This design comes from an exercise in tuning for small area, a short achievable clock period and few clock cycles per item on the open sky130 flow, not from production work. Only simulation tests tie the RTL to the original design; equivalence was not proved.

==> flow/design.v (outline; a module is shown in full before it is edited, if it fits) <==
// module add_sk: 31 lines
// module div_iter: 19 lines
// module mul_tree: 1608 lines
// module mult_div_unit: 197 lines
module mult_div_unit #(
  parameter int MUL_LAT = md_pkg::MUL_LAT_DEF
) (
  input  logic        clk,
  input  logic        rst_n,
  input  logic        start,
  input  logic        hilo,
  input  logic        we,
  input  logic [1:0]  op,
  input  logic        madd,
  input  logic [31:0] src_a,
  input  logic [31:0] src_b,
  output logic        busy,
  output logic [31:0] hi,
  output logic [31:0] lo,
  output logic [31:0] rd_data
);
  // ...
==> flow/flow/run.sh <==
#!/bin/bash
# The standard layout, with the ports buffered by buf_2 cells instead of the delay
# buffers buffer_ports picks by default.  Everything else is the standard flow.
set -e
export BUFFER_PORTS_ARGS="-buffer_cell sky130_fd_sc_hd__buf_2"
bash standard.sh > standard.log 2>&1
==> flow/standard.sh <==
#!/bin/bash
# synth_recipe.tcl (not shown) runs the flow's synth.tcl, then flattens the netlist and writes it again
# the make line also repeats each setting of config.mk as NAME=value (left out here)
make -C /OpenROAD-flow-scripts/flow DESIGN_CONFIG=/design/flow/config.mk WORK_HOME=/design/flow/orfs CLKGATE_MAP_FILE= SYNTH_SCRIPT=/design/flow/synth_recipe.tcl "${@:-finish}"
==> flow/config.mk <==
export PLATFORM = sky130hd
export DESIGN_NAME = mult_div_unit
export DESIGN_NICKNAME = mult_div_unit
export VERILOG_FILES = /design/flow/design.v
export SDC_FILE = /design/flow/constraint.sdc
export NUM_CORES = 4
export LEC_CHECK = 0
export CAP_MARGIN = 20
export CORE_MARGIN = 2
export CORE_UTILIZATION = 40
export SETUP_SLACK_MARGIN = 3.5
export SLEW_MARGIN = 20
==> flow/constraint.sdc <==
create_clock -name core_clock -period 13.0 [get_ports {clk}]
set_input_delay 2.6000 -clock core_clock [delete_from_list [all_inputs] [get_ports {clk}]]
set_output_delay 2.6000 -clock core_clock [all_outputs]
set_load 0.01 [all_outputs]
==> results.sh, run 1 <==
export IMPL_num_nonclk_inverters=381
export IMPL_outcome="timing/DRC/antenna clean"
export IMPL_place_gp_congestion=1.08
export IMPL_hold_depth=1
export IMPL_portBuffers=168
export IMPL_multi_input_area_share=0.750
export IMPL_crit_cells=25
export IMPL_path_class="input pin to flip-flop"
export IMPL_final_hold_violation_count=0
export IMPL_dpl_cell_area_sq_um=35800
export IMPL_nonClkBufAreaFrac=0.0600
export IMPL_dp_slack_ps=1910
export IMPL_fp_dieH_um=295
export IMPL_largest_reg_flops=36
export IMPL_cp_required_ps=13390
export IMPL_synth_top_area_share=0.146
export IMPL_synth_seq_area_share=0.109
export IMPL_clkLatencyLatePin_ps=500
export IMPL_synth_top_cells_by_area="fa_1, xnor2_1, ha_1"
export IMPL_cts_tree="done"
export IMPL_synth_seq_cells=145
export IMPL_async_flop_share=0.455
export IMPL_met1_length_um=69100
Testbench counts, summed over its fixed seeds: cycles 4,322, ops 1,920.
==> inputs of run 2 (changes only) <==
--- a/flow/config.mk
+++ b/flow/config.mk
@@ -5,6 +5,7 @@
 export SDC_FILE = /design/flow/constraint.sdc
 export NUM_CORES = 4
 export LEC_CHECK = 0
+export ABC_AREA = 1
 export CAP_MARGIN = 20
 export CORE_MARGIN = 2
 export CORE_UTILIZATION = 40
==> run 2 against run 1 <==
Against the previous run: fmax decreased by 0.71%; clock skew decreased by 2.8 ps; register-to-register slack improved by 220 ps; die area decreased by 0.68%; critical path type unchanged; first-iteration DRC count decreased by 3.3%; global-route usage increased by 1.5 points; utilization decreased by 0.71 points; sequential cell count unchanged.
==> results.sh, run 2 <==
export IMPL_yosysUniqueCellTypes=70
export IMPL_crit_path_start_kind="input pin"
export IMPL_clkLatencyLatePin_ps=520
export IMPL_reg2reg_to="lo_q[30]"
export IMPL_yosys_area_share_adder=0.221
export IMPL_setup_viol=0
export IMPL_slew_limit_headroom=0.154
export IMPL_rows=106
export IMPL_syn_area_sq_um=33500
export IMPL_hpwlAfterDp_um=146000
export IMPL_async_flop_share=0.455
export IMPL_synth_fp_nets=5540
export IMPL_max_flop_register="u_q"
export IMPL_final_hold_violation_count=0
export IMPL_num_vias=38100
export IMPL_avgSynthCellArea_sq_um=6.67
export IMPL_cts_buffers=17
export IMPL_place_gp_congestion=1.14
export IMPL_first_global_vias=35300
export IMPL_synth_xor_area_frac=0.113
export IMPL_clk_pin_slew_ps=80
export IMPL_initial_core_util=0.403
export IMPL_critPathBufInv=7
export IMPL_synth_top_area_share=0.147
export IMPL_tns_ps=0
export IMPL_netlist_instances=5025
export IMPL_cpMostUsedCell="nand2_1"
export IMPL_dieArea_sq_um=86200
export IMPL_r2r_setup_slack_ps=4000
export IMPL_drc_errors=0
export IMPL_gr_total_overflow=0
export IMPL_wirelength_um=182000
export IMPL_portBuffers=168
export IMPL_muxShareOfSynthArea=0.000896
export IMPL_dr_pass1_iters=9
export IMPL_cap_violations=0
export IMPL_worst_path_largest_cell_delay_ps=540
export IMPL_clock_sinks=145
export IMPL_ant_nets=0
export IMPL_yosysMostFrequentCell="nand2_1"
export IMPL_crit_fanout=28
export IMPL_yosys_top_cells_count="nand2_1, inv_1, xor2_1"
export IMPL_synth_compound_area_frac=0.200
export IMPL_nFillCells=8936
export IMPL_die_x_um=294
export IMPL_worstRegToRegCells=42
export IMPL_final_core_util=0.441
export IMPL_outcome="timing/DRC/antenna clean"
export IMPL_synth_edf_count=43
export IMPL_synth_top_cell_by_area="fa_1"
export IMPL_grt_first_pass_wirelength_um=255000
export IMPL_fp_dieH_um=294
export IMPL_setup_slack_ps=3570
export IMPL_vias_per_cell=6.16
export IMPL_period_minus_slack_ps=9430
export IMPL_skew_ps=23.8
export IMPL_synth_seq_area_share=0.109
export IMPL_end_kind="flip-flop"
export IMPL_synthSimpleGateAreaFrac=0.238
export IMPL_hold_start="hi_q[25]"
export IMPL_place_inst=6126
export IMPL_final_common_cell="nand2_1"
export IMPL_clockRootBuffer="clkbuf_16"
export IMPL_synth_top_family_by_area="simple AND/OR/NAND/NOR gates"
export IMPL_cp_arrival_ps=9840
export IMPL_drv_slew=0
export IMPL_nNetsFinal=5600
export IMPL_finalNonFillerCells=6183
export IMPL_synth_ff_type="dfrtp_1"
export IMPL_ctsHoldBuffers=0
export IMPL_hold_depth=2
export IMPL_cts_htree_levels=4
export IMPL_tightest_slew_ps=1260
export IMPL_fmax_ghz=0.106
export IMPL_clk_path_buf_depth=2
export IMPL_synth_seq_cells=145
export IMPL_drive_gt1_frac=0.111
export IMPL_finalCritPeriodShare=0.726
export IMPL_coreArea_sq_um=83300
export IMPL_cp_required_ps=13410
export IMPL_grt_max_degree=67
export IMPL_dp_slack_ps=2030
export IMPL_wl_per_cell_um=29.4
export IMPL_rr_startpoint="a_q[0]"
export IMPL_pin_count=169
export IMPL_synth_top_cells_by_area="fa_1, nand2_1, xor2_1"
export IMPL_first_iter_violations=5142
export IMPL_rsz0062_at_grt="yes"
export IMPL_cts_tree="done"
export IMPL_grt_usage=0.413
export IMPL_path_class="input pin to flip-flop"
export IMPL_largest_reg_flops=36
export IMPL_crit_family="adder cells"
export IMPL_slowest_stage="fa_1"
export IMPL_yosysWarningCount=4
export IMPL_mostFrequentLayoutCells="nand2_1, inv_1, xor2_1"
export IMPL_hold_class="flip-flop to flip-flop"
export IMPL_area_delta_synth_final_pct=9.51
export IMPL_antenna_found_initial=9
export IMPL_whs_endpoint="hi_q[25]"
run 2: how the worst max path moves through the flow:
stage / cells after the start / start / end / slack, ps
2_1_floorplan: 32 / src_b[2] / u_q[34] / 4190
3_3_place_gp: 32 / src_b[2] / hi_q[31] / 2090
3_5_place_dp: 32 / src_b[2] / hi_q[31] / 2030
4_1_cts: 35 / src_b[4] / hi_q[30] / 3490
5_1_grt: 33 / src_b[13] / hi_q[24] / 3350
6_report: 30 / src_b[3] / hi_q[21] / 3570
run 2: repair_timing:
item / 4_1_cts / 5_1_grt
setup endpoints to repair: 56 / 87
pin swaps: 2 / 2
cloned: 0 / 2
gates resized for setup: 30 / 69
setup buffers: 9 / 9
run 2: area by class of cell:
type	count	area, sq um	area share
well taps	1080	1350	0.0368
repair inverters	1	7.51	0.000204
flip-flops and latches	145	3660	0.0998
repair buffers	289	1840	0.0502
inverters	775	2930	0.0798
multi-input cells	3856	26300	0.716
diodes	5	12.5	0.000341
clock buffers	20	457	0.0124
clock inverters	12	170	0.00463
run 2: kinds of logic (layout without fill, tap and decap cells):
kind of cell | after synthesis | count (layout)
AND/OR/NAND/NOR | 1829 | 1830
AO/OA/AOI/OAI | 1149 | 1149
buffers and inverters | 1025 | 1097
adder cells (fa/ha/maj) | 443 | 443
XOR/XNOR | 431 | 431
flip-flops | 145 | 145
multiplexers | 3 | 3
other | 0 | 5
run 2: through the flow:
stage	hold WS [ps]	area [sq um]
global route	557	36700
global placement	495	35500
detailed placement	497	35500
floorplan	516	33500
finish	524	36700
CTS	526	36400
run 2: per-layer routing:
metal | GRT usage | wire length [um] | vias up
li1 | - | - | 16700
met1 | 0.549 | 72200 | 18300
met2 | 0.595 | 74100 | 2622
met3 | 0.115 | 22700 | 516
met4 | 0.241 | 12700 | 4
met5 | 0 | 27 | -
run 2: worst min-delay path, delay by kind of cell, from the launching register on:
kind / cells / cell delay, ps
DFF: 1 / 370
and+or+nand+nor: 2 / 120
==> inputs of run 3 (changes only) <==
--- a/flow/config.mk
+++ b/flow/config.mk
@@ -9,5 +9,5 @@
 export CAP_MARGIN = 20
 export CORE_MARGIN = 2
 export CORE_UTILIZATION = 40
-export SETUP_SLACK_MARGIN = 3.5
+export SETUP_SLACK_MARGIN = 5
 export SLEW_MARGIN = 20
==> run 3 against run 2 <==
Against the previous run: synthesized cell count is the same; utilization grew 6.5 points; first-iteration DRC count grew 7.2%; highest routed layer unchanged; clock-buffer cell count shrank 1; critical path type unchanged; final area is 15% higher.
==> results.sh, run 3 <==
export IMPL_place_gp_congestion=1.10
export IMPL_final_common_cell="nand2_1"
export IMPL_worst_path_largest_cell_delay_ps=670
export IMPL_die_x_um=294
export IMPL_hpwlAfterDp_um=138000
export IMPL_rsz0062_at_grt="yes"
export IMPL_first_iter_violations=5514
export IMPL_syn_area_sq_um=33500
export IMPL_wl_per_cell_um=29.2
export IMPL_hold_depth=2
export IMPL_hold_start="hi_q[11]"
export IMPL_setup_viol=0
export IMPL_netlist_instances=5025
export IMPL_yosysWarningCount=4
export IMPL_clock_sinks=145
export IMPL_tns_ps=0
export IMPL_whs_endpoint="hi_q[11]"
export IMPL_grt_first_pass_wirelength_um=259000
export IMPL_timing_hold_ws_ps=543
export IMPL_ant_nets=0
export IMPL_first_global_vias=37200
export IMPL_grt_max_degree=67
export IMPL_use_met3=0.142
export IMPL_coreArea_sq_um=83300
export IMPL_end_kind="flip-flop"
export IMPL_fp_dieH_um=294
export IMPL_synth_edf_count=43
export IMPL_busiest_layer="met2"
export IMPL_synth_seq_area_share=0.109
export IMPL_yosysMostFrequentCell="nand2_1"
export IMPL_cpMostUsedCell="nand2_1"
export IMPL_finalCritPeriodShare=0.669
export IMPL_num_vias=40000
export IMPL_slew_limit_headroom=0.201
export IMPL_skew_ps=20.8
export IMPL_initial_core_util=0.403
export IMPL_r2r_setup_slack_ps=4340
export IMPL_nFillCells=8335
export IMPL_synth_top_area_share=0.147
export IMPL_yosys_top_cells_count="nand2_1, inv_1, xor2_1"
export IMPL_use_met2=0.605
export IMPL_synth_fp_nets=5540
export IMPL_async_flop_share=0.455
export IMPL_portBuffers=168
export IMPL_rr_startpoint="state_q[0]"
export IMPL_yosysUniqueCellTypes=70
export IMPL_avgSynthCellArea_sq_um=6.67
export IMPL_rows=106
export IMPL_clk_path_buf_depth=2
export IMPL_cts_buffers=17
export IMPL_period_minus_slack_ps=8700
export IMPL_crit_fanout=16
export IMPL_largest_reg_flops=36
export IMPL_cts_htree_levels=4
export IMPL_synth_top_cells_by_area="fa_1, nand2_1, xor2_1"
export IMPL_clockRootBuffer="clkbuf_16"
export IMPL_reg2reg_to="hi_q[22]"
export IMPL_dr_pass1_iters=8
export IMPL_pin_count=169
export IMPL_outcome="timing/DRC/antenna clean"
export IMPL_clk_pin_slew_ps=70
export IMPL_crit_path_start_kind="input pin"
export IMPL_antenna_found_initial=11
export IMPL_cp_required_ps=13440
export IMPL_worstRegToRegCells=38
export IMPL_path_class="input pin to flip-flop"
export IMPL_hold_class="flip-flop to flip-flop"
export IMPL_slowest_stage="o22ai_1"
export IMPL_drc_errors=0
export IMPL_synth_top_cell_by_area="fa_1"
export IMPL_fmax_ghz=0.115
export IMPL_max_flop_register="u_q"
export IMPL_grt_usage=0.415
export IMPL_drv_slew=0
export IMPL_vias_per_cell=6.27
export IMPL_dieArea_sq_um=86200
export IMPL_synth_seq_cells=145
export IMPL_final_hold_violation_count=0
export IMPL_clkLatencyLatePin_ps=520
export IMPL_place_inst=6106
export IMPL_cp_arrival_ps=9150
export IMPL_nNetsFinal=5788
export IMPL_ctsHoldBuffers=0
export IMPL_synth_ff_type="dfrtp_1"
export IMPL_drive_gt1_frac=0.235
export IMPL_gr_total_overflow=0
export IMPL_cap_violations=0
export IMPL_wirelength_um=186000
export IMPL_tightest_slew_ps=1200
export IMPL_cts_tree="done"
export IMPL_finalNonFillerCells=6376
export IMPL_area_delta_synth_final_pct=25.7
export IMPL_mostFrequentLayoutCells="nand2_1, inv_1, xor2_1"
export IMPL_use_met1=0.518
## run 3: kinds of logic (layout without fill, tap and decap cells)
family / count (synthesis) / in the layout / synth area share
AO/OA/AOI/OAI: 1149 / 1149 / 0.200
XOR/XNOR: 431 / 431 / 0.113
adder cells (fa/ha/maj): 443 / 443 / 0.221
buffers and inverters: 1025 / 1283 / 0.118
flip-flops: 145 / 145 / 0.109
multiplexers: 3 / 3 / 0.000896
other: 0 / 10 / 0
AND/OR/NAND/NOR: 1829 / 1832 / 0.238
## run 3: final cells by class
type	count	area (sq um)	area share
clock inverter	13	126	0.00300
multi-input combinational	3858	29600	0.702
sequential	145	3660	0.0870
timing repair buffer	473	3920	0.0931
inverter	775	3000	0.0713
antenna	10	25.0	0.000594
tap	1080	1350	0.0321
timing repair inverter	3	20.0	0.000475
clock buffer	19	433	0.0103
## run 3: metal layers
metal | wire (um) | share of wire
met1 | 67300 | 0.36
met4 | 16800 | 0.090
met5 | 59 | 0.00032
met2 | 75300 | 0.40
met3 | 27000 | 0.14
## run 3: worst max-delay path by stage
| stage | from | end | slack [ps] |
|---|---|---|---|
| finish | madd | hi_q[22] | 4300 |
| global route | src_b[2] | hi_q[22] | 4210 |
| CTS | src_b[2] | hi_q[29] | 4550 |
| detailed placement | src_a[31] | lo_q[19] | 2530 |
| global placement | src_a[31] | lo_q[19] | 2660 |
| floorplan | src_b[6] | u_q[34] | 4960 |
## run 3: worst max-delay path: cells and delay by family
family,cells,cell delay (ps)
XOR/XNOR,2,420
adder cells (fa/ha/maj),6,2510
buffers and inverters,8,840
AND/OR/NAND/NOR,13,1730
AO/OA/AOI/OAI,3,1040
## run 3: repair_timing
action / 4_1_cts / 5_1_grt
buffers inserted: 146 / 61
endpoints found under the setup margin: 134 / 100
pin swaps: 188 / 167
cloned: 9 / 12
resized for setup: 546 / 344
## run 3: per-stage QoR
| step | cell area, sq um | utilization | worst slack (ps) |
|---|---|---|---|
| 2_1_floorplan | 34100 | - | 4960 |
| 3_3_place_gp | 35800 | 0.430 | 2660 |
| 3_5_place_dp | 35800 | 0.430 | 2530 |
| 4_1_cts | 40000 | 0.480 | 4550 |
| 5_1_grt | 42100 | 0.506 | 4210 |
| 6_report | 42100 | 0.506 | 4300 |
==> inputs of run 4 (changes only) <==
--- a/flow/config.mk
+++ b/flow/config.mk
@@ -9,5 +9,5 @@
 export CAP_MARGIN = 20
 export CORE_MARGIN = 2
 export CORE_UTILIZATION = 40
-export SETUP_SLACK_MARGIN = 5
+export SETUP_SLACK_MARGIN = 4.5
 export SLEW_MARGIN = 20
==> run 4 against run 3 <==
Against the previous run: still clean on timing, DRC and antenna; die area unchanged; global-route usage up 0.70 points; first-iteration DRC count down 0.31%; utilization down 2.4 points; hold slack worse by 12 ps; wire length up 1.3%; sequential share of layout area up 0.42 points; register-to-register slack better by 660 ps; cell count down 1.0%; critical endpoint is now hi_q[21]; highest routed layer unchanged.
==> results.sh, run 4 <==
export IMPL_outcome="timing/DRC/antenna clean"
export IMPL_synth_top_area_share=0.147
export IMPL_wl_per_cell_um=29.9
export IMPL_drv_slew=0
export IMPL_rr_startpoint="state_q[0]"
export IMPL_coreArea_sq_um=83300
export IMPL_tns_ps=0
export IMPL_largest_reg_flops=36
export IMPL_r2r_setup_slack_ps=5000
export IMPL_skew_ps=14.6
export IMPL_yosysUniqueCellTypes=70
export IMPL_netlist_instances=5025
export IMPL_crit_start="src_b[1]"
export IMPL_async_flop_share=0.455
export IMPL_fp_dieH_um=294
export IMPL_portBuffers=168
export IMPL_final_common_cell="nand2_1"
export IMPL_setup_viol=0
export IMPL_clk_path_buf_depth=2
export IMPL_num_vias=38700
export IMPL_worst_path_largest_cell_delay_ps=630
export IMPL_nFillCells=8671
export IMPL_reg2reg_to="hi_q[22]"
export IMPL_first_iter_violations=5497
export IMPL_crit_fanout=5
export IMPL_synth_ff_type="dfrtp_1"
export IMPL_avgSynthCellArea_sq_um=6.67
export IMPL_clkLatencyLatePin_ps=530
export IMPL_worstRegToRegCells=35
export IMPL_grt_first_pass_wirelength_um=260000
export IMPL_hpwlAfterDp_um=147000
export IMPL_cp_arrival_ps=8990
export IMPL_drc_errors=0
export IMPL_cts_htree_levels=4
export IMPL_max_flop_register="u_q"
export IMPL_cts_buffers=17
export IMPL_synth_seq_area_share=0.109
export IMPL_cp_required_ps=13420
export IMPL_cpMostUsedCell="o21ai_2"
export IMPL_area_delta_synth_final_pct=19.8
export IMPL_cts_tree="done"
export IMPL_finalCritPeriodShare=0.659
export IMPL_synth_fp_nets=5540
export IMPL_hold_class="flip-flop to flip-flop"
export IMPL_crit_end="hi_q[21]"
export IMPL_cap_violations=0
export IMPL_first_global_vias=35400
export IMPL_dr_pass1_iters=6
export IMPL_end_kind="flip-flop"
export IMPL_tightest_slew_ps=1290
export IMPL_clk_pin_slew_ps=80
export IMPL_drive_gt1_frac=0.196
export IMPL_syn_area_sq_um=33500
export IMPL_grt_usage=0.422
export IMPL_ctsHoldBuffers=0
export IMPL_synth_top_cells_by_area="fa_1, nand2_1, xor2_1"
export IMPL_wirelength_um=189000
export IMPL_pin_count=169
export IMPL_rows=106
export IMPL_vias_per_cell=6.14
export IMPL_dieArea_sq_um=86200
export IMPL_hold_start="hi_q[17]"
export IMPL_mostFrequentLayoutCells="nand2_1, inv_1, xor2_1"
export IMPL_period_minus_slack_ps=8570
export IMPL_final_hold_violation_count=0
export IMPL_grt_max_degree=67
export IMPL_ant_nets=0
export IMPL_die_x_um=294
export IMPL_antenna_found_initial=16
export IMPL_fmax_ghz=0.117
export IMPL_synth_top_cell_by_area="fa_1"
export IMPL_crit_path_start_kind="input pin"
export IMPL_gr_total_overflow=0
export IMPL_synth_edf_count=43
export IMPL_yosysMostFrequentCell="nand2_1"
export IMPL_clockRootBuffer="clkbuf_16"
export IMPL_slowest_stage="fa_2"
export IMPL_slew_limit_headroom=0.134
export IMPL_final_core_util=0.482
export IMPL_initial_core_util=0.403
export IMPL_nNetsFinal=5720
export IMPL_place_gp_congestion=1.09
export IMPL_yosysWarningCount=4
export IMPL_synth_seq_cells=145
export IMPL_clock_sinks=145
export IMPL_yosys_top_cells_count="nand2_1, inv_1, xor2_1"
export IMPL_path_class="input pin to flip-flop"
export IMPL_rsz0062_at_grt="yes"
==> run 4: cell types whose count changed in the layout (fill, tap and decap cells not counted), moves of 14 or more <==
| cell | before | now |
|---|---|---|
| buf_6 | 57 | 21 |
| o21ai_0 | 266 | 299 |
| buf_4 | 211 | 185 |
| o21ai_1 | 86 | 64 |
| inv_1 | 674 | 695 |
| nand3_1 | 228 | 249 |
| inv_2 | 76 | 56 |
| a21oi_1 | 176 | 194 |
| o22ai_2 | 34 | 17 |
| o22ai_1 | 274 | 290 |
| nand3_4 | 24 | 10 |
==> run 4: kinds of logic (layout without fill, tap and decap cells) <==
kind of cell    Yosys count  after routing  share of synthesized area
compound gates         1149           1149                      0.200
other cells               0             12                          0
fa+ha+maj               443            443                      0.221
simple gates           1829           1831                      0.238
mux                       3              3                   0.000896
xor+xnor                431            431                      0.113
flops                   145            145                      0.109
buf+inv                1025           1216                      0.118
==> run 4: what timing repair did <==
action                                  4_1_cts  5_1_grt
endpoints found under the setup margin      100      100
cloned                                        2        9
resized for setup                           289      369
setup buffers                                52       75
pin swaps                                    81      212
==> run 4: worst max-delay path, delay by kind of cell <==
kind | cells | cell delay [ps]
adders and majority gates | 7 | 2800
AOI/OAI and AO/OA | 11 | 1500
and+or+nand+nor | 6 | 1140
buffers and inverters | 7 | 830
xor gates and xnor gates | 1 | 90
==> run 4: final cells by class <==
cell class              count  area [sq um]  share of cell area
multi-input cells        3857         28400               0.707
well taps                1080          1350              0.0336
flip-flops and latches    145          3660              0.0912
repair inverters            3          20.0            0.000498
diodes                     12          30.0            0.000748
clock buffers              18           439              0.0109
clock inverters            14           153             0.00380
inverters                 775          2970              0.0739
repair buffers            406          3140              0.0781
==> run 4: worst min-delay path by stage <==
stage / to / slack (ps) / cells after the start
after floorplan: state_q[1] / 520 / 1
after global placement: hi_q[26] / 500 / 2
after detailed placement: hi_q[26] / 490 / 2
after CTS: hi_q[26] / 520 / 2
after global routing: hi_q[26] / 560 / 2
final: hi_q[17] / 530 / 2
==> run 4: stage by stage <==
step           area [sq um]  worst slack (ps)  hold WS [ps]  cells
2_1_floorplan         33600              4500           516   5025
3_3_place_gp          35600              2140           497   6128
3_5_place_dp          35600              2030           495   6128
4_1_cts               37800              4460           520   6214
5_1_grt               40100              4320           565   6298
6_report              40200              4430           531   6310
==> run 4: layer usage <==
metal,vias to the layer above,routed length [um],global-route usage
met2,2661,77300,0.608
met3,489,23300,0.111
met4,4,12300,0.222
li1,16900,-,-
met1,18700,75800,0.576
met5,-,27,0
==> inputs of run 5 (changes only) <==
==> flow/flow/run.sh (replaced) <==
#!/bin/bash
# The standard layout with two changes that leave the design and its registers alone:
# - the ports are buffered by buf_2 cells instead of the delay buffers buffer_ports
#   picks by default;
# - Yosys's synth skips its quick abc pass (-noabc), so that extract_fa sees the adder
#   trees as written instead of re-mapped with arbitrary polarities (fewer inverters
#   between the full adders).  The final ABC mapping is the standard one.
set -e
export BUFFER_PORTS_ARGS="-buffer_cell sky130_fd_sc_hd__buf_2"
export SYNTH_ARGS="-noabc"
bash standard.sh > standard.log 2>&1
==> run 5 against run 4 <==
Against the previous run: sequential cell count unchanged; sequential share of layout area is 0.32 points higher; area after synthesis fell by 2.7%.
==> results.sh, run 5 <==
export IMPL_drc_errors=0
export IMPL_setup_viol=0
export IMPL_grt_usage=0.413
export IMPL_synth_top_cells_by_area="fa_1, nand2_1, xor2_1"
export IMPL_worst_path_largest_cell_delay_ps=600
export IMPL_critPathBufInv=5
export IMPL_timing_hold_ws_ps=524
export IMPL_drv_slew=0
export IMPL_synth_xor_area_frac=0.113
export IMPL_grt_max_degree=72
export IMPL_final_core_util=0.481
export IMPL_ctsHoldBuffers=0
export IMPL_final_hold_violation_count=0
export IMPL_ant_nets=0
export IMPL_synth_seq_cells=145
export IMPL_synth_edf_count=43
export IMPL_gr_total_overflow=0
export IMPL_coreArea_sq_um=80700
export IMPL_wirelength_um=179000
export IMPL_async_flop_share=0.455
export IMPL_rows=104
export IMPL_cp_arrival_ps=8820
export IMPL_outcome="timing/DRC/antenna clean"
export IMPL_synthSimpleGateAreaFrac=0.259
export IMPL_cp_required_ps=13340
export IMPL_wl_met2_um=70900
export IMPL_yosysMostFrequentCell="nand2_1"
export IMPL_cts_tree="done"
export IMPL_synth_top_cell_by_area="fa_1"
export IMPL_dr_pass1_iters=7
export IMPL_vias_per_cell=6.39
export IMPL_slew_limit_headroom=0.0758
export IMPL_syn_area_sq_um=32600
export IMPL_die_x_um=290
export IMPL_first_global_vias=35700
export IMPL_synth_ff_type="dfrtp_1"
export IMPL_skew_ps=17.8
export IMPL_max_flop_register="u_q"
export IMPL_netlist_instances=4815
export IMPL_crit_family="adder cells"
export IMPL_largest_reg_flops=36
export IMPL_num_vias=38500
export IMPL_end_kind="flip-flop"
export IMPL_fp_dieH_um=290
export IMPL_fmax_ghz=0.118
export IMPL_muxShareOfSynthArea=0.000920
export IMPL_initial_core_util=0.404
export IMPL_hpwlAfterDp_um=135000
export IMPL_wl_per_cell_um=29.8
export IMPL_tns_ps=0
export IMPL_finalCritPeriodShare=0.652
export IMPL_crit_path_start_kind="input pin"
export IMPL_pin_count=169
export IMPL_period_minus_slack_ps=8480
export IMPL_crit_fanout=16
export IMPL_place_gp_congestion=1.14
export IMPL_maxUsedRoutingLayer="met5"
export IMPL_portBuffers=168
export IMPL_clockRootBuffer="clkbuf_16"
export IMPL_yosys_top_cells_count="nand2_1, inv_1, xor2_1"
export IMPL_yosysUniqueCellTypes=66
export IMPL_synth_seq_area_share=0.112
export IMPL_dieArea_sq_um=83900
export IMPL_cpMostUsedCell="o21ai_0"
export IMPL_avgSynthCellArea_sq_um=6.78
export IMPL_met1_length_um=66600
export IMPL_antenna_found_initial=8
export IMPL_drive_gt1_frac=0.172
export IMPL_mostFrequentLayoutCells="nand2_1, inv_1, xor2_1"
export IMPL_clock_sinks=145
export IMPL_design_area_sq_um=38800
export IMPL_synth_compound_area_frac=0.196
export IMPL_area_delta_synth_final_pct=19.0
export IMPL_cts_buffers=17
export IMPL_nNetsFinal=5467
export IMPL_cap_violations=0
export IMPL_cts_htree_levels=4
export IMPL_grt_first_pass_wirelength_um=249000
export IMPL_rsz0062_at_grt="yes"
export IMPL_hold_class="flip-flop to flip-flop"
export IMPL_slowest_stage="fa_1"
export IMPL_tightest_slew_ps=1370
export IMPL_first_iter_violations=5705
export IMPL_yosys_area_share_adder=0.232
export IMPL_wl_met3_um=26500
export IMPL_clkLatencyLatePin_ps=480
export IMPL_synth_top_family_by_area="simple AND/OR/NAND/NOR gates"
export IMPL_yosysWarningCount=4
export IMPL_path_class="input pin to flip-flop"
export IMPL_synth_fp_nets=5340
export IMPL_dpl_cell_area_sq_um=34500
export IMPL_clk_pin_slew_ps=70
export IMPL_clk_path_buf_depth=2
export IMPL_synth_top_area_share=0.154
export IMPL_final_common_cell="nand2_1"
export IMPL_nFillCells=8231
==> run 5: cell count changes after synthesis, sizes merged, moves of 33 or more <==
cell / change
o21ai: -33
nand2: +121
xor2: -37
inv: -303
nand3: +59
nor2: -39
==> run 5: cells by family (layout without fill, tap and decap cells) <==
| family | after synthesis | count (layout) |
|---|---|---|
| compound gates | 1092 | 1092 |
| xor+xnor | 421 | 421 |
| fa+ha+maj | 453 | 453 |
| buf+inv | 736 | 875 |
| flops | 145 | 145 |
| mux | 3 | 3 |
| other cells | 0 | 3 |
| simple gates | 1965 | 1966 |
==> run 5: final timing paths <==
path	from	to	slack [ps]	depth (start not counted)
setup / recovery	src_b[10]	hi_q[9]	4520	26
hold / removal	hi_q[14]	hi_q[14]	520	2
setup reg to reg	state_q[0]	hi_q[10]	4800	28
hold reg to reg	hi_q[14]	hi_q[14]	520	2
max in group asynchronous	rst_n	hi_q[22]	10310	2
min in group asynchronous	rst_n	lo_q[11]	2020	1
==> run 5: per-stage QoR <==
stage / cells / setup WS [ps]
finish: 6018 / 4520
global route: 6015 / 4340
CTS: 5959 / 4500
detailed placement: 5869 / 2500
global placement: 5868 / 2500
floorplan: 4815 / 4550
==> run 5: cell type report <==
type	count	area (sq um)	share of cell area
multi-input cells	3935	28100	0.724
flip-flops and latches	145	3660	0.0944
repair buffers	372	3270	0.0844
inverters	470	1840	0.0475
well taps	1060	1330	0.0342
clock buffers	23	520	0.0134
clock inverters	9	67.6	0.00174
repair inverters	1	7.51	0.000193
diodes	3	7.51	0.000193
==> run 5: worst register-to-register path: cells and delay by family, from the launching register on <==
family / cells / cell delay [ps]
flops: 1 / 400
buf+inv: 6 / 2120
simple gates: 10 / 1820
xor+xnor: 1 / 240
fa+ha+maj: 6 / 2560
compound gates: 5 / 900
==> run 5: repair_timing <==
item / 4_1_cts / 5_1_grt
setup endpoints to repair: 100 / 96
buffers inserted: 44 / 47
resized for setup: 266 / 263
gates cloned: 14 / 8
pin swaps: 53 / 130
==> run 5: per-layer routing <==
metal / vias to the layer above / GRT usage
li1: 16400 / -
met1: 18300 / 0.531
met2: 2979 / 0.577
met3: 711 / 0.155
met4: 10 / 0.269
met5: - / 0
==> inputs of run 6 (changes only) <==
--- a/flow/config.mk
+++ b/flow/config.mk
@@ -11,3 +11,4 @@
 export CORE_UTILIZATION = 40
 export SETUP_SLACK_MARGIN = 4.5
 export SLEW_MARGIN = 20
+export TNS_END_PERCENT = 30
==> run 6 against run 5 <==
Against the previous run: synthesized cell count is the same; hold slack gained 5.8 ps; sequential cell count stayed put; via count down 0.30%; register-to-register slack got worse by 30 ps; final area is 0.88% lower; area after synthesis unchanged; critical path depth decreased by 5; cell count down 0.12%; fmax decreased by 0.46%; non-clock buffer count down 8.
==> results.sh, run 6 <==
export IMPL_nNetsFinal=5459
export IMPL_drive_gt1_frac=0.165
export IMPL_synth_ff_type="dfrtp_1"
export IMPL_use_met1=0.531
export IMPL_cp_arrival_ps=8860
export IMPL_fp_dieH_um=290
export IMPL_grt_first_pass_wirelength_um=249000
export IMPL_slowest_stage="fa_1"
export IMPL_async_flop_share=0.455
export IMPL_first_iter_violations=5706
export IMPL_setup_slack_ps=4480
export IMPL_tns_ps=0
export IMPL_use_met2=0.577
export IMPL_use_met3=0.155
export IMPL_yosysUniqueCellTypes=66
export IMPL_regArea_sq_um=3660
export IMPL_synth_top_cell_by_area="fa_1"
export IMPL_die_x_um=290
export IMPL_place_gp_congestion=1.14
export IMPL_clkLatencyLatePin_ps=480
export IMPL_ant_nets=0
export IMPL_synthSimpleGateAreaFrac=0.259
export IMPL_busiest_layer="met2"
export IMPL_cap_violations=0
export IMPL_ctsHoldBuffers=0
export IMPL_synth_fp_nets=5340
export IMPL_crit_chain="buf_2, inv_1, o21a_2, o22ai_1, xor2_1, ha_1, fa_1, fa_1, fa_1, fa_2, ha_4, nand2_1, nor2_4, nand2_1, o311ai_4, a21o_1, nand2_1, nand3b_1, o21ai_0, o21ai_1, o21ai_0"
export IMPL_clock_sinks=145
export IMPL_synth_edf_count=43
export IMPL_synth_top_cells_by_area="fa_1, nand2_1, xor2_1"
export IMPL_finalNonFillerCells=6011
export IMPL_path_class="input pin to flip-flop"
export IMPL_worst_path_largest_cell_delay_ps=580
export IMPL_syn_area_sq_um=32600
export IMPL_synth_xor_area_frac=0.113
export IMPL_multi_input_area_sq_um=27900
export IMPL_yosysMostFrequentCell="nand2_1"
export IMPL_drv_slew=0
export IMPL_muxShareOfSynthArea=0.000920
export IMPL_dr_pass1_iters=12
export IMPL_crit_fanout=16
export IMPL_dp_slack_ps=2500
export IMPL_cts_htree_levels=4
export IMPL_nFillCells=8287
export IMPL_synth_seq_area_share=0.112
export IMPL_antenna_found_initial=8
export IMPL_grt_usage=0.413
export IMPL_wirelength_um=178000
export IMPL_setup_viol=0
export IMPL_tightest_slew_ps=1270
export IMPL_yosys_area_share_adder=0.232
export IMPL_coreArea_sq_um=80700
export IMPL_final_hold_violation_count=0
export IMPL_rows=104
export IMPL_largest_reg_flops=36
export IMPL_hold_class="flip-flop to flip-flop"
export IMPL_synth_compound_area_frac=0.196
export IMPL_avgSynthCellArea_sq_um=6.78
export IMPL_vias_per_cell=6.38
export IMPL_synth_top_family_by_area="simple AND/OR/NAND/NOR gates"
export IMPL_grt_max_degree=72
export IMPL_critPathBufInv=2
export IMPL_end_kind="flip-flop"
export IMPL_cp_required_ps=13340
export IMPL_yosysWarningCount=4
export IMPL_clk_pin_slew_ps=70
export IMPL_yosys_top_cells_count="nand2_1, inv_1, xor2_1"
export IMPL_clk_path_buf_depth=2
export IMPL_first_global_vias=35700
export IMPL_mostFrequentLayoutCells="nand2_1, inv_1, xor2_1"
export IMPL_dieArea_sq_um=83900
export IMPL_fmax_ghz=0.117
export IMPL_area_delta_synth_final_pct=17.9
export IMPL_pin_count=169
export IMPL_outcome="timing/DRC/antenna clean"
export IMPL_rsz0062_at_grt="yes"
export IMPL_finalCritPeriodShare=0.656
export IMPL_synth_top_area_share=0.154
export IMPL_max_flop_register="u_q"
export IMPL_synth_seq_cells=145
export IMPL_final_common_cell="nand2_1"
export IMPL_final_core_util=0.477
export IMPL_initial_core_util=0.404
export IMPL_cts_tree="done"
export IMPL_portBuffers=168
export IMPL_slew_limit_headroom=0.147
export IMPL_period_minus_slack_ps=8520
export IMPL_cts_buffers=17
export IMPL_wl_per_cell_um=29.7
export IMPL_hpwlAfterDp_um=135000
export IMPL_skew_ps=17.4
export IMPL_netlist_instances=4815
export IMPL_crit_path_start_kind="input pin"
export IMPL_clockRootBuffer="clkbuf_16"
export IMPL_place_inst=5869
export IMPL_drc_errors=0
export IMPL_gr_total_overflow=0
export IMPL_num_vias=38300
export IMPL_crit_family="adder cells"
## run 6: area by class of cell
| cell class | count | area share |
|---|---|---|
| Inverter | 470 | 0.0479 |
| Clock inverter | 9 | 0.00176 |
| Sequential cell | 145 | 0.0953 |
| Timing Repair inverter | 1 | 0.000195 |
| Tap cell | 1060 | 0.0345 |
| Timing Repair Buffer | 364 | 0.0817 |
| Antenna cell | 4 | 0.000260 |
| Multi-Input combinational cell | 3935 | 0.725 |
| Clock buffer | 23 | 0.0135 |
## run 6: through the flow
step                      hold slack (ps)  instance area [sq um]
after floorplan                       503                  32600
after global placement                490                  34500
after detailed placement              500                  34500
after CTS                             519                  37000
after global routing                  553                  38500
final                                 530                  38500
## run 6: path summary, 6_finish.rpt
check                           start        to  slack (ps)  cells past startpoint
setup / recovery            src_a[17]   hi_q[9]        4480                     21
hold / removal               hi_q[14]  hi_q[14]         530                      2
setup reg to reg           state_q[0]  hi_q[10]        4770                     28
hold reg to reg              hi_q[14]  hi_q[14]         530                      2
max in group asynchronous       rst_n  hi_q[22]       10320                      2
min in group asynchronous       rst_n  lo_q[11]        2020                      1
## run 6: logic make-up (layout without fill, tap and decap cells)
family / count (synthesis) / count (layout)
xor+xnor: 421 / 421
buf+inv: 736 / 867
other cells: 0 / 4
mux: 3 / 3
flops: 145 / 145
compound gates: 1092 / 1092
fa+ha+maj: 453 / 453
simple gates: 1965 / 1966
## run 6: per-layer routing
metal  wire [um]  vias to the layer above  share of wire
li1            -                    16400              -
met1       66700                    18200           0.37
met2       70000                     2939           0.39
met3       26400                      726           0.15
met4       15200                       12          0.085
met5          82                        -        0.00046
## run 6: worst register-to-register path: cells and delay by family (launching register included)
kind | cells | cell delay, ps
simple gates | 10 | 1860
buf+inv | 6 | 2120
flops | 1 | 400
xor+xnor | 1 | 240
compound gates | 5 | 900
fa+ha+maj | 6 | 2550
## run 6: what timing repair did
item | 4_1_cts | 5_1_grt
setup endpoints to repair | 100 | 96
buffers inserted | 44 | 42
cloned | 14 | 5
pin swaps | 53 | 112
gates resized for setup | 265 | 226
==> inputs of run 7 (changes only) <==
--- a/flow/config.mk
+++ b/flow/config.mk
@@ -9,6 +9,5 @@
 export CAP_MARGIN = 20
 export CORE_MARGIN = 2
 export CORE_UTILIZATION = 40
-export SETUP_SLACK_MARGIN = 4.5
+export SETUP_SLACK_MARGIN = 5
 export SLEW_MARGIN = 20
-export TNS_END_PERCENT = 30
==> run 7 against run 6 <==
Against the previous run: still clean on timing, DRC and antenna; area after synthesis unchanged; synthesized cell count did not move; die area unchanged; final area rose by 9.6%; utilization is 4.6 points higher; via count grew 2.5%; clock-buffer cell count is 4 lower; first-iteration DRC count shrank 7.4%; sequential share of layout area shrank 0.83 points.
==> results.sh, run 7 <==
export IMPL_outcome="timing/DRC/antenna clean"
export IMPL_die_x_um=290
export IMPL_netlist_instances=4815
export IMPL_final_hold_violation_count=0
export IMPL_hpwlAfterDp_um=147000
export IMPL_fp_dieH_um=290
export IMPL_grt_max_degree=68
export IMPL_fmax_ghz=0.122
export IMPL_rsz0062_at_grt="yes"
export IMPL_place_inst=5865
export IMPL_largest_reg_flops=36
export IMPL_tns_ps=0
export IMPL_end_kind="flip-flop"
export IMPL_max_flop_register="u_q"
export IMPL_skew_ps=23.9
export IMPL_antenna_found_initial=18
export IMPL_first_iter_violations=5286
export IMPL_initial_core_util=0.404
export IMPL_period_minus_slack_ps=8210
export IMPL_crit_fanout=8
export IMPL_mostFrequentLayoutCells="nand2_1, inv_1, xor2_1"
export IMPL_dpl_cell_area_sq_um=34500
export IMPL_synth_top_cell_by_area="fa_1"
export IMPL_path_class="input pin to flip-flop"
export IMPL_wirelength_um=198000
export IMPL_crit_family="adder cells"
export IMPL_finalNonFillerCells=6120
export IMPL_yosysMostFrequentCell="nand2_1"
export IMPL_avgSynthCellArea_sq_um=6.78
export IMPL_critPathBufInv=5
export IMPL_tightest_slew_ps=1150
export IMPL_synth_top_area_share=0.154
export IMPL_final_common_cell="nand2_1"
export IMPL_clkLatencyLatePin_ps=510
export IMPL_pin_count=169
export IMPL_synth_fp_nets=5340
export IMPL_cp_arrival_ps=8650
export IMPL_synth_top_cells_by_area="fa_1, nand2_1, xor2_1"
export IMPL_synth_ff_type="dfrtp_1"
export IMPL_place_gp_congestion=1.09
export IMPL_portBuffers=168
export IMPL_syn_area_sq_um=32600
export IMPL_clockRootBuffer="clkbuf_16"
export IMPL_cts_buffers=17
export IMPL_gr_total_overflow=0
export IMPL_synth_seq_area_share=0.112
export IMPL_slowest_stage="fa_1"
export IMPL_yosys_top_cells_count="nand2_1, inv_1, xor2_1"
export IMPL_drv_slew=0
export IMPL_grt_usage=0.453
export IMPL_coreArea_sq_um=80700
export IMPL_synth_seq_cells=145
export IMPL_cts_htree_levels=4
export IMPL_dr_pass1_iters=8
export IMPL_nNetsFinal=5562
export IMPL_cp_required_ps=13430
export IMPL_clock_sinks=145
export IMPL_wl_per_cell_um=32.3
export IMPL_yosysUniqueCellTypes=66
export IMPL_synth_edf_count=43
export IMPL_cap_violations=0
export IMPL_ant_nets=0
export IMPL_setup_viol=0
export IMPL_slew_limit_headroom=0.223
export IMPL_area_delta_synth_final_pct=29.2
export IMPL_hold_class="flip-flop to flip-flop"
export IMPL_worst_path_largest_cell_delay_ps=560
export IMPL_clk_path_buf_depth=2
export IMPL_grt_first_pass_wirelength_um=269000
export IMPL_clk_pin_slew_ps=80
export IMPL_drive_gt1_frac=0.256
export IMPL_rows=104
export IMPL_design_area_sq_um=42200
export IMPL_yosysWarningCount=4
export IMPL_async_flop_share=0.455
export IMPL_crit_path_start_kind="input pin"
export IMPL_dieArea_sq_um=83900
export IMPL_finalCritPeriodShare=0.632
export IMPL_drc_errors=0
export IMPL_nFillCells=7935
export IMPL_first_global_vias=36400
export IMPL_vias_per_cell=6.42
export IMPL_cts_tree="done"
export IMPL_num_vias=39300
export IMPL_final_core_util=0.522
## run 7: cell counts after synthesis
No cell type changed its count.
## run 7: final timing paths
| path | slack [ps] | depth (start not counted) | endpoint | from |
|---|---|---|---|---|
| min reg2reg | 520 | 2 | hi_q[15] | hi_q[15] |
| min in group asynchronous | 2360 | 2 | hi_q[14] | rst_n |
| max | 4790 | 27 | hi_q[2] | src_b[14] |
| max in group asynchronous | 9800 | 2 | lo_q[31] | rst_n |
| min | 520 | 2 | hi_q[15] | hi_q[15] |
| max reg2reg | 4830 | 29 | hi_q[15] | state_q[0] |
## run 7: logic make-up (layout without fill, tap and decap cells)
logic type	Yosys count	in the layout	share of synthesized area
flip-flops	145	145	0.112
multiplexers	3	3	0.000921
buffers and inverters	736	967	0.0874
AO/OA/AOI/OAI	1092	1092	0.196
AND/OR/NAND/NOR	1965	1969	0.259
XOR/XNOR	421	421	0.113
other	0	10	0
adder cells (fa/ha/maj)	453	453	0.232
## run 7: metrics by stage
| stage | hold slack, ps | worst slack, ps |
|---|---|---|
| finish | 519 | 4790 |
| global route | 552 | 4720 |
| CTS | 520 | 4920 |
| detailed placement | 495 | 2600 |
| global placement | 498 | 2630 |
| floorplan | 503 | 4960 |
## run 7: metal layers
layer,up-vias,GRT usage,wire (um)
li1,16700,-,-
met1,19000,0.589,76100
met2,2964,0.647,79400
met3,705,0.156,26900
met4,10,0.272,15200
met5,-,0,136
## run 7: layout make-up
class	count	area [sq um]	area share
multi-input combinational	3938	30500	0.725
timing repair buffer	461	4140	0.0981
sequential	145	3660	0.0869
inverter	470	1870	0.0443
tap	1060	1330	0.0315
clock buffer	19	443	0.0105
clock inverter	13	101	0.00240
timing repair inverter	4	41.3	0.000980
antenna	10	25.0	0.000594
## run 7: worst reg2reg max path: cells and delay by family, from the launching register on
| kind | cells | cell delay [ps] |
|---|---|---|
| AO/OA/AOI/OAI | 5 | 680 |
| AND/OR/NAND/NOR | 8 | 1530 |
| adder cells (fa/ha/maj) | 7 | 2750 |
| buffers and inverters | 7 | 2320 |
| XOR/XNOR | 2 | 370 |
| flip-flops | 1 | 410 |
## run 7: what timing repair did
item,CTS,global route
pin swaps,217,238
gates cloned,24,8
hold buffers,0,0
setup buffers,114,67
endpoints found under the setup margin,100,100
gates resized for setup,644,427
==> inputs of run 8 (changes only) <==
--- a/flow/config.mk
+++ b/flow/config.mk
@@ -9,5 +9,5 @@
 export CAP_MARGIN = 20
 export CORE_MARGIN = 2
 export CORE_UTILIZATION = 40
-export SETUP_SLACK_MARGIN = 5
+export SETUP_SLACK_MARGIN = 4.0
 export SLEW_MARGIN = 20
==> run 8 against run 7 <==
Against the previous run: die area is the same; sequential cell count is the same; clock-buffer cell count shrank 1; non-clock buffer count shrank 161; area after synthesis is the same; critical endpoint is now hi_q[22]; largest cell class unchanged; highest routed layer unchanged.
==> results.sh, run 8 <==
export IMPL_place_inst=5875
export IMPL_ctsHoldBuffers=0
export IMPL_clk_pin_slew_ps=70
export IMPL_drv_slew=0
export IMPL_period_minus_slack_ps=8880
export IMPL_synth_top_cell_by_area="fa_1"
export IMPL_yosys_area_share_adder=0.232
export IMPL_tns_ps=0
export IMPL_cts_htree_levels=4
export IMPL_synth_seq_area_share=0.112
export IMPL_netlist_instances=4815
export IMPL_vias_per_cell=6.34
export IMPL_final_hold_violation_count=0
export IMPL_slew_limit_headroom=0.107
export IMPL_synth_ff_type="dfrtp_1"
export IMPL_yosysMostFrequentCell="nand2_1"
export IMPL_tightest_slew_ps=1330
export IMPL_dp_slack_ps=2280
export IMPL_avgSynthCellArea_sq_um=6.78
export IMPL_first_iter_violations=5429
export IMPL_first_global_vias=35100
export IMPL_syn_area_sq_um=32600
export IMPL_cp_arrival_ps=9250
export IMPL_die_x_um=290
export IMPL_max_flop_register="u_q"
export IMPL_place_gp_congestion=1.10
export IMPL_num_vias=37700
export IMPL_largest_reg_flops=36
export IMPL_dr_pass1_iters=9
export IMPL_yosysWarningCount=4
export IMPL_wl_per_cell_um=30.4
export IMPL_cap_violations=0
export IMPL_worst_path_largest_cell_delay_ps=580
export IMPL_hpwlAfterDp_um=143000
export IMPL_dieArea_sq_um=83900
export IMPL_muxShareOfSynthArea=0.000920
export IMPL_portBuffers=168
export IMPL_initial_core_util=0.404
export IMPL_synth_seq_cells=145
export IMPL_timing_hold_ws_ps=536
export IMPL_crit_family="adder cells"
export IMPL_clockRootBuffer="clkbuf_16"
export IMPL_setup_viol=0
export IMPL_yosysUniqueCellTypes=66
export IMPL_cp_required_ps=13370
export IMPL_cts_tree="done"
export IMPL_grt_max_degree=67
export IMPL_final_common_cell="nand2_1"
export IMPL_outcome="timing/DRC/antenna clean"
export IMPL_gr_total_overflow=0
export IMPL_crit_fanout=32
export IMPL_coreArea_sq_um=80700
export IMPL_synth_fp_nets=5340
export IMPL_async_flop_share=0.455
export IMPL_mostFrequentLayoutCells="nand2_1, inv_1, xor2_1"
export IMPL_nNetsFinal=5396
export IMPL_design_area_sq_um=36600
export IMPL_fmax_ghz=0.113
export IMPL_pin_count=169
export IMPL_rsz0062_at_grt="yes"
export IMPL_synth_edf_count=43
export IMPL_synth_top_family_by_area="simple AND/OR/NAND/NOR gates"
export IMPL_dpl_cell_area_sq_um=34500
export IMPL_synth_top_area_share=0.154
export IMPL_grt_first_pass_wirelength_um=250000
export IMPL_clk_path_buf_depth=2
export IMPL_clock_sinks=145
export IMPL_critPathBufInv=6
export IMPL_setup_slack_ps=4120
export IMPL_finalNonFillerCells=5946
export IMPL_hold_class="flip-flop to flip-flop"
export IMPL_synthSimpleGateAreaFrac=0.259
export IMPL_cpMostUsedCell="nand2_1"
export IMPL_skew_ps=20.2
export IMPL_grt_usage=0.417
export IMPL_yosys_top_cells_count="nand2_1, inv_1, xor2_1"
export IMPL_finalCritPeriodShare=0.683
export IMPL_crit_path_start_kind="input pin"
export IMPL_clkLatencyLatePin_ps=490
export IMPL_fp_dieH_um=290
export IMPL_r2r_setup_slack_ps=4370
export IMPL_drive_gt1_frac=0.124
export IMPL_drc_errors=0
export IMPL_synth_top_cells_by_area="fa_1, nand2_1, xor2_1"
export IMPL_synth_compound_area_frac=0.196
export IMPL_cts_buffers=17
export IMPL_ant_nets=0
export IMPL_end_kind="flip-flop"
export IMPL_wirelength_um=181000
export IMPL_slowest_stage="fa_1"
export IMPL_synth_xor_area_frac=0.113
export IMPL_area_delta_synth_final_pct=12.2
export IMPL_rows=104
export IMPL_antenna_found_initial=12
export IMPL_path_class="input pin to flip-flop"
run 8: cell type report:
| type | instances | area, sq um |
|---|---|---|
| repair inverters | 1 | 7.51 |
| multi-input cells | 3936 | 27000 |
| inverters | 470 | 1800 |
| flip-flops and latches | 145 | 3660 |
| diodes | 2 | 5.00 |
| repair buffers | 300 | 2230 |
| clock inverters | 14 | 190 |
| clock buffers | 18 | 429 |
| well taps | 1060 | 1330 |
| fillers | 8519 | 44100 |
run 8: per-layer routing:
metal	wire length, um	vias up	GRT usage	share of wire
met4	12700	12	0.221	0.070
met5	64	-	0	0.00035
met1	70500	18100	0.559	0.39
met2	73700	2786	0.602	0.41
met3	23800	511	0.124	0.13
li1	-	16300	-	-
run 8: per-stage QoR:
step | util
after floorplan | -
after global routing | 0.454
after global placement | 0.428
after CTS | 0.442
after detailed placement | 0.428
final | 0.454
run 8: kinds of logic (layout without fill, tap and decap cells):
| group | after synthesis | after routing |
|---|---|---|
| AOI/OAI and AO/OA | 1092 | 1092 |
| buffers and inverters | 736 | 803 |
| adders and majority gates | 453 | 453 |
| muxes | 3 | 3 |
| other | 0 | 2 |
| and+or+nand+nor | 1965 | 1967 |
| DFF | 145 | 145 |
| xor gates and xnor gates | 421 | 421 |
run 8: path summary, 6_finish.rpt:
| kind | start | to | depth (start not counted) |
|---|---|---|---|
| max reg2reg | state_q[0] | hi_q[30] | 29 |
| max | src_b[1] | hi_q[22] | 34 |
| min in group asynchronous | rst_n | state_q[1] | 1 |
| min | hi_q[19] | hi_q[19] | 2 |
| max in group asynchronous | rst_n | hi_q[28] | 2 |
| min reg2reg | hi_q[19] | hi_q[19] | 2 |
run 8: timing repair:
| item | in CTS | in global routing |
|---|---|---|
| gates cloned | 2 | 9 |
| setup buffers | 6 | 20 |
| gates resized for setup | 96 | 162 |
| setup endpoints to repair | 97 | 88 |
| pin swaps | 5 | 33 |
| endpoints found under the hold margin | 0 | 0 |
run 8: worst min-delay path, delay by kind of cell (launching register included):
family / cells / cell delay [ps]
DFF: 1 / 390
and+or+nand+nor: 2 / 110

[afterwards: timing with drivers on the ports]
The results above use ideal ports. As a check the final layouts listed here were re-extracted and re-timed, cells and wires unchanged. Step 1 assumes that a clkbuf_16 drives the clock port and a buf_2 every other input. Step 2 moves the port delays by t, midway between the first and last clock arrival at a register: inputs arrive t later, outputs are due t later. That takes back most of the time a late clock gives input paths. Three values: ideal ports, drivers, drivers and shift; two values: the first two.
run	t (ns)	setup WS [ns]	worst slew at a driven data input, ns
run 1	0.556	3.635 / 3.663 / 3.107	0.09
run 2	0.570	3.567 / 3.599 / 3.029	0.07
run 3	0.581	4.299 / 4.334 / 3.752	0.05
run 4	0.589	4.429 / 4.462 / 3.873	0.08
run 5	0.527	4.518 / 4.541 / 4.014	0.06
run 6	0.534	4.478 / 4.510 / 3.975	0.06
run 7	0.560	4.788 / 4.800 / 4.240	0.08
run 8	0.536	4.124 / 4.155 / 3.619	0.07
After both steps every run listed still meets setup and hold. The setup slack of run 4, which loses most, moves by +0.033 ns with the drivers and by -0.556 ns with both steps.
